This design comes from an exercise in tuning for a short achievable clock period and few clock cycles per item on the open sky130 flow, not from production work. Function was checked by simulation only, so behaviour that the tests miss may differ from the original.

==> run a: inputs <==
Design accumulating_pid_controller, start of the top module:
module accumulating_pid_controller (
  input  logic                 clk,
  input  logic                 rst_n,
  input  logic                 in_valid,
  output logic                 in_ready,
  input  logic [89:0]          in_data,
  output logic                 out_valid,
  input  logic                 out_ready,
  output logic [64:0]          out_data,
  input  logic                 cfg_valid,
  output logic                 cfg_ready,
  input  logic [CFG_IDX_W-1:0] cfg_index,
  input  logic [DATA_W-1:0]    cfg_data
);
Settings: LEC_CHECK=0, CAP_MARGIN=20, CORE_MARGIN=2, CORE_UTILIZATION=55, CTS_CLUSTER_DIAMETER=100, CTS_CLUSTER_SIZE=22, SLEW_MARGIN=20; clock period 13.0 ns.
standard.sh (not shown) runs the stock make flow with config.mk's settings and CLKGATE_MAP_FILE= SYNTH_SCRIPT=/design/flow/synth_recipe.tcl, a recipe that flattens the netlist after the stock synthesis.
==> flow/flow/run.sh <==
#!/bin/bash
set -euo pipefail
bash standard.sh SETUP_SLACK_MARGIN=9 finish > standard_make.log 2>&1
==> run b: changes against run a <==
--- a/flow/design.v
+++ b/flow/design.v
@@ -403,18 +403,18 @@
   wire [83:0] l6_c1 = ((p0_3 & p0_4) | (p0_3 & p0_5) | (p0_4 & p0_5)) << 1;
   wire [83:0] l7_s0 = l6_s0 ^ l6_c0 ^ l6_s1;
   wire [83:0] l7_c0 = ((l6_s0 & l6_c0) | (l6_s0 & l6_s1) | (l6_c0 & l6_s1)) << 1;
   wire [83:0] l8_s0 = l7_s0 ^ l7_c0 ^ l6_c1;
   wire [83:0] l8_c0 = ((l7_s0 & l7_c0) | (l7_s0 & l6_c1) | (l7_c0 & l6_c1)) << 1;
-  wire [32:0] sl = {1'b0, l8_s0[31:0]} + {1'b0, l8_c0[31:0]};
-  logic [51:0] ha, hb;
+  wire [44:0] sl = {1'b0, l8_s0[43:0]} + {1'b0, l8_c0[43:0]};
+  logic [39:0] ha, hb;
   logic hc;
-  logic [15:0] ylo;
-  always_ff @(posedge clk) ylo <= sl[31:16];
-  always_ff @(posedge clk) begin ha <= l8_s0[83:32]; hb <= l8_c0[83:32]; hc <= sl[32]; end
-  wire [51:0] sh = ha + hb + {51'd0, hc};
-  always_ff @(posedge clk) y <= {sh[51:0], ylo};
+  logic [27:0] ylo;
+  always_ff @(posedge clk) ylo <= sl[43:16];
+  always_ff @(posedge clk) begin ha <= l8_s0[83:44]; hb <= l8_c0[83:44]; hc <= sl[44]; end
+  wire [39:0] sh = ha + hb + {39'd0, hc};
+  always_ff @(posedge clk) y <= {sh[39:0], ylo};
 endmodule
 module apid_mul_kd (
   input  logic clk,
   input  logic [31:0] a,
   output logic [51:0] y
@@ -620,16 +620,16 @@
     if (neg) clampmag = (big || (lo[31] && |lo[30:0])) ? 32'h8000_0000 : lo;
     else     clampmag = (big || lo[31]) ? 32'h7FFF_FFFF : lo;
   endfunction
   logic [31:0]        pmag6;
   logic               pneg6;
-  logic [16:7][31:0]  pv;
+  logic [17:7][31:0]  pv;
   always_ff @(posedge clk) begin
     pneg6 <= eneg[5] ^ kp_neg;
     pmag6 <= clampmag(eneg[5] ^ kp_neg, |mp5[47:32], mp5[31:0]);
     pv[7] <= pneg6 ? (32'd0 - pmag6) : pmag6;
-    for (int k = 8; k <= 16; k++) pv[k] <= pv[k-1];
+    for (int k = 8; k <= 17; k++) pv[k] <= pv[k-1];
   end
   logic [36:0]        q8;
   logic signed [31:0] istep9;
   logic [31:0]        imag8;
   apid_mul_q u_mq (.clk(clk), .a(x5), .y(q8));
@@ -650,22 +650,22 @@
     end
   end
   logic [31:0]        amag11;
   logic [14:11]       aneg;
   logic [47:0]        mi14;
-  logic [16:15][31:0] iv;
+  logic [17:15][31:0] iv;
   always_ff @(posedge clk) begin
     amag11   <= acc_r[31] ? (32'd0 - acc_r) : acc_r;
     aneg[11] <= acc_r[31];
     for (int k = 12; k <= 14; k++) aneg[k] <= aneg[k-1];
   end
   apid_mul_pi u_mi (.clk(clk), .a(amag11), .b(ki_mag), .y(mi14));
   logic [31:0] imag14;
   assign imag14 = clampmag(aneg[14] ^ ki_neg, |mi14[47:32], mi14[31:0]);
   always_ff @(posedge clk) begin
     iv[15] <= (aneg[14] ^ ki_neg) ? (32'd0 - imag14) : imag14;
-    iv[16] <= iv[15];
+    for (int k = 16; k <= 17; k++) iv[k] <= iv[k-1];
   end
   logic [16:6][23:0] dr;
   logic [16:6][32:0] db;      
   logic [16:6][32:0] dq;
   logic [16:6]       dovf;
@@ -708,24 +708,26 @@
       dq[k]   <= {dq[k-1][29:0], dsk[k][26:24]};
       dovf[k] <= dovf[k-1];
     end
   end
   logic [31:0] dmag16;
-  logic        dneg16;
-  logic [34:0] dx16;
-  logic [34:0] cs17, cc17;
+  logic        dneg16, dneg17;
+  logic [34:0] dx17;
   assign dneg16 = deneg[16] ^ kd_neg;
   assign dmag16 = clampmag(dneg16, dovf[16] | dq[16][32], dq[16][31:0]);
-  assign dx16   = {3'b000, dmag16} ^ {35{dneg16}};
   always_ff @(posedge clk) begin
-    cs17 <= sx35(pv[16]) ^ sx35(iv[16]) ^ dx16;
-    cc17 <= (((sx35(pv[16]) & sx35(iv[16])) | (sx35(pv[16]) & dx16)
-             | (sx35(iv[16]) & dx16)) << 1) | {34'd0, dneg16};
+    dx17   <= {3'b000, dmag16} ^ {35{dneg16}};
+    dneg17 <= dneg16;
   end
-  logic [34:0]        csum17;
+  logic [34:0]        cs17, cc17, csum17;
   logic signed [31:0] chg18;
-  assign csum17 = cs17 + cc17;
+  always_comb begin
+    cs17   = sx35(pv[17]) ^ sx35(iv[17]) ^ dx17;
+    cc17   = (((sx35(pv[17]) & sx35(iv[17])) | (sx35(pv[17]) & dx17)
+              | (sx35(iv[17]) & dx17)) << 1) | {34'd0, dneg17};
+    csum17 = cs17 + cc17;
+  end
   always_ff @(posedge clk) begin
     if (csum17[34] && !(&csum17[33:31]))     chg18 <= 32'sh8000_0000;
     else if (!csum17[34] && |csum17[33:31])  chg18 <= 32'sh7FFF_FFFF;
     else                                     chg18 <= csum17[31:0];
   end
@@ -758,35 +760,28 @@
   logic                   in_rdy, in_rdyo;
   logic        wr;
   logic [64:0] wdata;
   assign wr    = v[19];
   assign wdata = {skp[19] ? 32'd0 : ctrl_r, chg_r, skp[19]};
-  logic [DEPTH-1:0] wsel;            
   always_ff @(posedge clk) begin
-    for (int k = 0; k < DEPTH; k++)
-      if (wr && wsel[k]) mem[k] <= wdata;
-    if (rst_q) begin
-      wptr <= '0;
-      wsel <= DEPTH'(1);
-    end else if (wr) begin
-      wptr <= wptr + 1'b1;
-      wsel <= {wsel[DEPTH-2:0], wsel[DEPTH-1]};
-    end
+    if (wr) mem[wptr] <= wdata;
+    if (rst_q) wptr <= '0;
+    else if (wr) wptr <= wptr + 1'b1;
   end
   logic          load, avail, load_o, nxt;
   logic [PW-1:0] rptr_m1;            
   logic [64:0]   head, shown;
   assign load   = ~out_v | out_ready;
-  assign load_o = ~out_v | out_ready;    
+  assign load_o = ~out_vo | out_ready;
   assign avail  = (rptr != wptr);
   assign nxt    = avail | wr;        
   assign head   = avail ? mem[rptr] : wdata;
   assign shown  = mem[rptr_m1];
   always_ff @(posedge clk) begin
     if (!rst_n || rst_q) out_v <= 1'b0;
     else if (load) out_v <= nxt;
-    out_vo <= rst_n & ~rst_q & ((load_o & nxt) | (~load_o & out_v));
+    out_vo <= rst_n & ~rst_q & ((load_o & nxt) | (~load_o & out_vo));
     out_d  <= ({65{load_o}} & head) | ({65{~load_o}} & shown);
     if (rst_q) begin
       rptr    <= '0;
       rptr_m1 <= '1;
     end else if (load && nxt) begin
==> run c: changes against run a <==
--- a/flow/design.v
+++ b/flow/design.v
@@ -403,18 +403,18 @@
   wire [83:0] l6_c1 = ((p0_3 & p0_4) | (p0_3 & p0_5) | (p0_4 & p0_5)) << 1;
   wire [83:0] l7_s0 = l6_s0 ^ l6_c0 ^ l6_s1;
   wire [83:0] l7_c0 = ((l6_s0 & l6_c0) | (l6_s0 & l6_s1) | (l6_c0 & l6_s1)) << 1;
   wire [83:0] l8_s0 = l7_s0 ^ l7_c0 ^ l6_c1;
   wire [83:0] l8_c0 = ((l7_s0 & l7_c0) | (l7_s0 & l6_c1) | (l7_c0 & l6_c1)) << 1;
-  wire [32:0] sl = {1'b0, l8_s0[31:0]} + {1'b0, l8_c0[31:0]};
-  logic [51:0] ha, hb;
+  wire [44:0] sl = {1'b0, l8_s0[43:0]} + {1'b0, l8_c0[43:0]};
+  logic [39:0] ha, hb;
   logic hc;
-  logic [15:0] ylo;
-  always_ff @(posedge clk) ylo <= sl[31:16];
-  always_ff @(posedge clk) begin ha <= l8_s0[83:32]; hb <= l8_c0[83:32]; hc <= sl[32]; end
-  wire [51:0] sh = ha + hb + {51'd0, hc};
-  always_ff @(posedge clk) y <= {sh[51:0], ylo};
+  logic [27:0] ylo;
+  always_ff @(posedge clk) ylo <= sl[43:16];
+  always_ff @(posedge clk) begin ha <= l8_s0[83:44]; hb <= l8_c0[83:44]; hc <= sl[44]; end
+  wire [39:0] sh = ha + hb + {39'd0, hc};
+  always_ff @(posedge clk) y <= {sh[39:0], ylo};
 endmodule
 module apid_mul_kd (
   input  logic clk,
   input  logic [31:0] a,
   output logic [51:0] y
@@ -774,19 +774,19 @@
   end
   logic          load, avail, load_o, nxt;
   logic [PW-1:0] rptr_m1;            
   logic [64:0]   head, shown;
   assign load   = ~out_v | out_ready;
-  assign load_o = ~out_v | out_ready;    
+  assign load_o = ~out_vo | out_ready;
   assign avail  = (rptr != wptr);
   assign nxt    = avail | wr;        
   assign head   = avail ? mem[rptr] : wdata;
   assign shown  = mem[rptr_m1];
   always_ff @(posedge clk) begin
     if (!rst_n || rst_q) out_v <= 1'b0;
     else if (load) out_v <= nxt;
-    out_vo <= rst_n & ~rst_q & ((load_o & nxt) | (~load_o & out_v));
+    out_vo <= rst_n & ~rst_q & ((load_o & nxt) | (~load_o & out_vo));
     out_d  <= ({65{load_o}} & head) | ({65{~load_o}} & shown);
     if (rst_q) begin
       rptr    <= '0;
       rptr_m1 <= '1;
     end else if (load && nxt) begin
==> impl_metrics.prom <==
# TYPE chip_impl_metric gauge
chip_impl_info{name="synth_top_cells_by_area",value="sky130_fd_sc_hd__dfxtp_1, sky130_fd_sc_hd__fa_1, sky130_fd_sc_hd__edfxtp_1"} 1
chip_impl_metric{name="clock-skew-final",unit="ps"} 106.6
chip_impl_info{name="worst_setup_path_startpoint",value="out_d[7]"} 1
chip_impl_metric{name="routed-wl-met2",unit="um"} 813900
chip_impl_info{name="hold_path.startpoint",value="rc[384]"} 1
chip_impl_metric{name="cts_resized",unit=""} 1912
chip_impl_info{name="netlist_top_cells_count",value="sky130_fd_sc_hd__inv_1, sky130_fd_sc_hd__dfxtp_1, sky130_fd_sc_hd__fa_1"} 1
chip_impl_metric{name="nFillCells",unit=""} 76960
chip_impl_metric{name="first_global_vias",unit=""} 377400
chip_impl_metric{name="mappedNetlistNets",unit=""} 56850
chip_impl_metric{name="placement_rows",unit=""} 355
chip_impl_metric{name="synth_mux_area_frac",unit=""} 0.06233
chip_impl_metric{name="antenna_found_initial",unit=""} 166
chip_impl_info{name="outcome",value="timing/DRC/antenna clean"} 1
(the above is from run c)
==> impl_metrics.prom <==
# TYPE chip_impl_metric gauge
chip_impl_info{name="outcome",value="timing/DRC/antenna clean"} 1
chip_impl_metric{name="antenna_found_initial",unit=""} 187
chip_impl_info{name="worst_setup_path_startpoint",value="out_d[54]"} 1
chip_impl_metric{name="mappedNetlistNets",unit=""} 56860
chip_impl_info{name="synth_top_cells_by_area",value="sky130_fd_sc_hd__dfxtp_1, sky130_fd_sc_hd__fa_1, sky130_fd_sc_hd__edfxtp_1"} 1
chip_impl_metric{name="routed-wl-met2",unit="um"} 792800
chip_impl_metric{name="placement_rows",unit=""} 355
chip_impl_metric{name="clock-skew-final",unit="ps"} 172.7
chip_impl_metric{name="synth_mux_area_frac",unit=""} 0.06201
chip_impl_metric{name="first_global_vias",unit=""} 375000
chip_impl_info{name="hold_path.startpoint",value="rc[485]"} 1
chip_impl_metric{name="yosys.area_share.adder",unit=""} 0.2838
chip_impl_metric{name="nFillCells",unit=""} 77750
(the above is from run a)
==> impl_metrics.prom <==
# TYPE chip_impl_metric gauge
chip_impl_metric{name="design_area",unit="um^2"} 585500
chip_impl_metric{name="mappedNetlistNets",unit=""} 61070
chip_impl_info{name="synth_top_cells_by_area",value="sky130_fd_sc_hd__dfxtp_1, sky130_fd_sc_hd__fa_1, sky130_fd_sc_hd__edfxtp_1"} 1
chip_impl_info{name="outcome",value="timing/DRC/antenna clean"} 1
chip_impl_metric{name="critPathRequiredTime",unit="ps"} 10400
chip_impl_metric{name="placement_rows",unit=""} 363
chip_impl_metric{name="synth_mux_area_frac",unit=""} 0.07148
chip_impl_metric{name="nFillCells",unit=""} 82150
chip_impl_metric{name="first_global_vias",unit=""} 403700
chip_impl_info{name="netlist_top_cells_count",value="sky130_fd_sc_hd__inv_1, sky130_fd_sc_hd__dfxtp_1, sky130_fd_sc_hd__nand2_1"} 1
chip_impl_metric{name="slew_headroom",unit=""} 0.1279
chip_impl_info{name="worst_setup_path_startpoint",value="out_d[43]"} 1
chip_impl_metric{name="clock-skew-final",unit="ps"} 137.4
chip_impl_metric{name="antenna_found_initial",unit=""} 177
chip_impl_metric{name="routed-wl-met2",unit="um"} 847100
chip_impl_info{name="hold_path.startpoint",value="rc[5]"} 1
chip_impl_metric{name="die_w",unit="um"} 992.5
chip_impl_metric{name="cts_resized",unit=""} 1881
(the above is from run b)
Testbench counts of run a, summed over its fixed seeds: cycles 2,576, items 2,400.
Testbench counts of run b, summed over its fixed seeds: cycles 2,576, items 2,400.
Testbench counts of run c, summed over its fixed seeds: cycles 2,576, items 2,400.

## what the ideal ports hide
The results above use ideal ports. As a check the final layouts listed here were re-extracted and re-timed, cells and wires unchanged.
Step 1 (the two cells are an assumption about what drives the block):
set clk [get_ports {clk}]
set_driving_cell -lib_cell sky130_fd_sc_hd__clkbuf_16 $clk
set_driving_cell -lib_cell sky130_fd_sc_hd__buf_2 [delete_from_list [all_inputs] $clk]
Step 2, shift: input delay + t, output delay - t, t = (earliest + latest rising clock arrival at the registers) / 2. This alone moves slack from input paths to output paths.
Three values: ideal, step 1, step 2; two values: the first two.
| run | t, ns | slack for setup (ns) | hold slack, ns | worst register clock-pin slew, ns | worst slew at a driven data input, ns |
|---|---|---|---|---|---|
| run a | 1.286 | 8.636 / 8.467 / 7.944 | 0.189 / 0.189 / 0.189 | 0.10 / 0.10 | 0.42 |
| run b | 1.321 | 8.509 / 8.342 / 7.808 | 0.267 / 0.267 / 0.267 | 0.11 / 0.11 | 0.12 |
| run c | 1.272 | 8.663 / 8.498 / 8.159 | 0.241 / 0.241 / 0.241 | 0.10 / 0.10 | 0.17 |
After both steps setup and hold are still met in every run listed. The setup slack of run b, which loses most, moves by -0.167 ns with the drivers and by -0.701 ns with both steps.
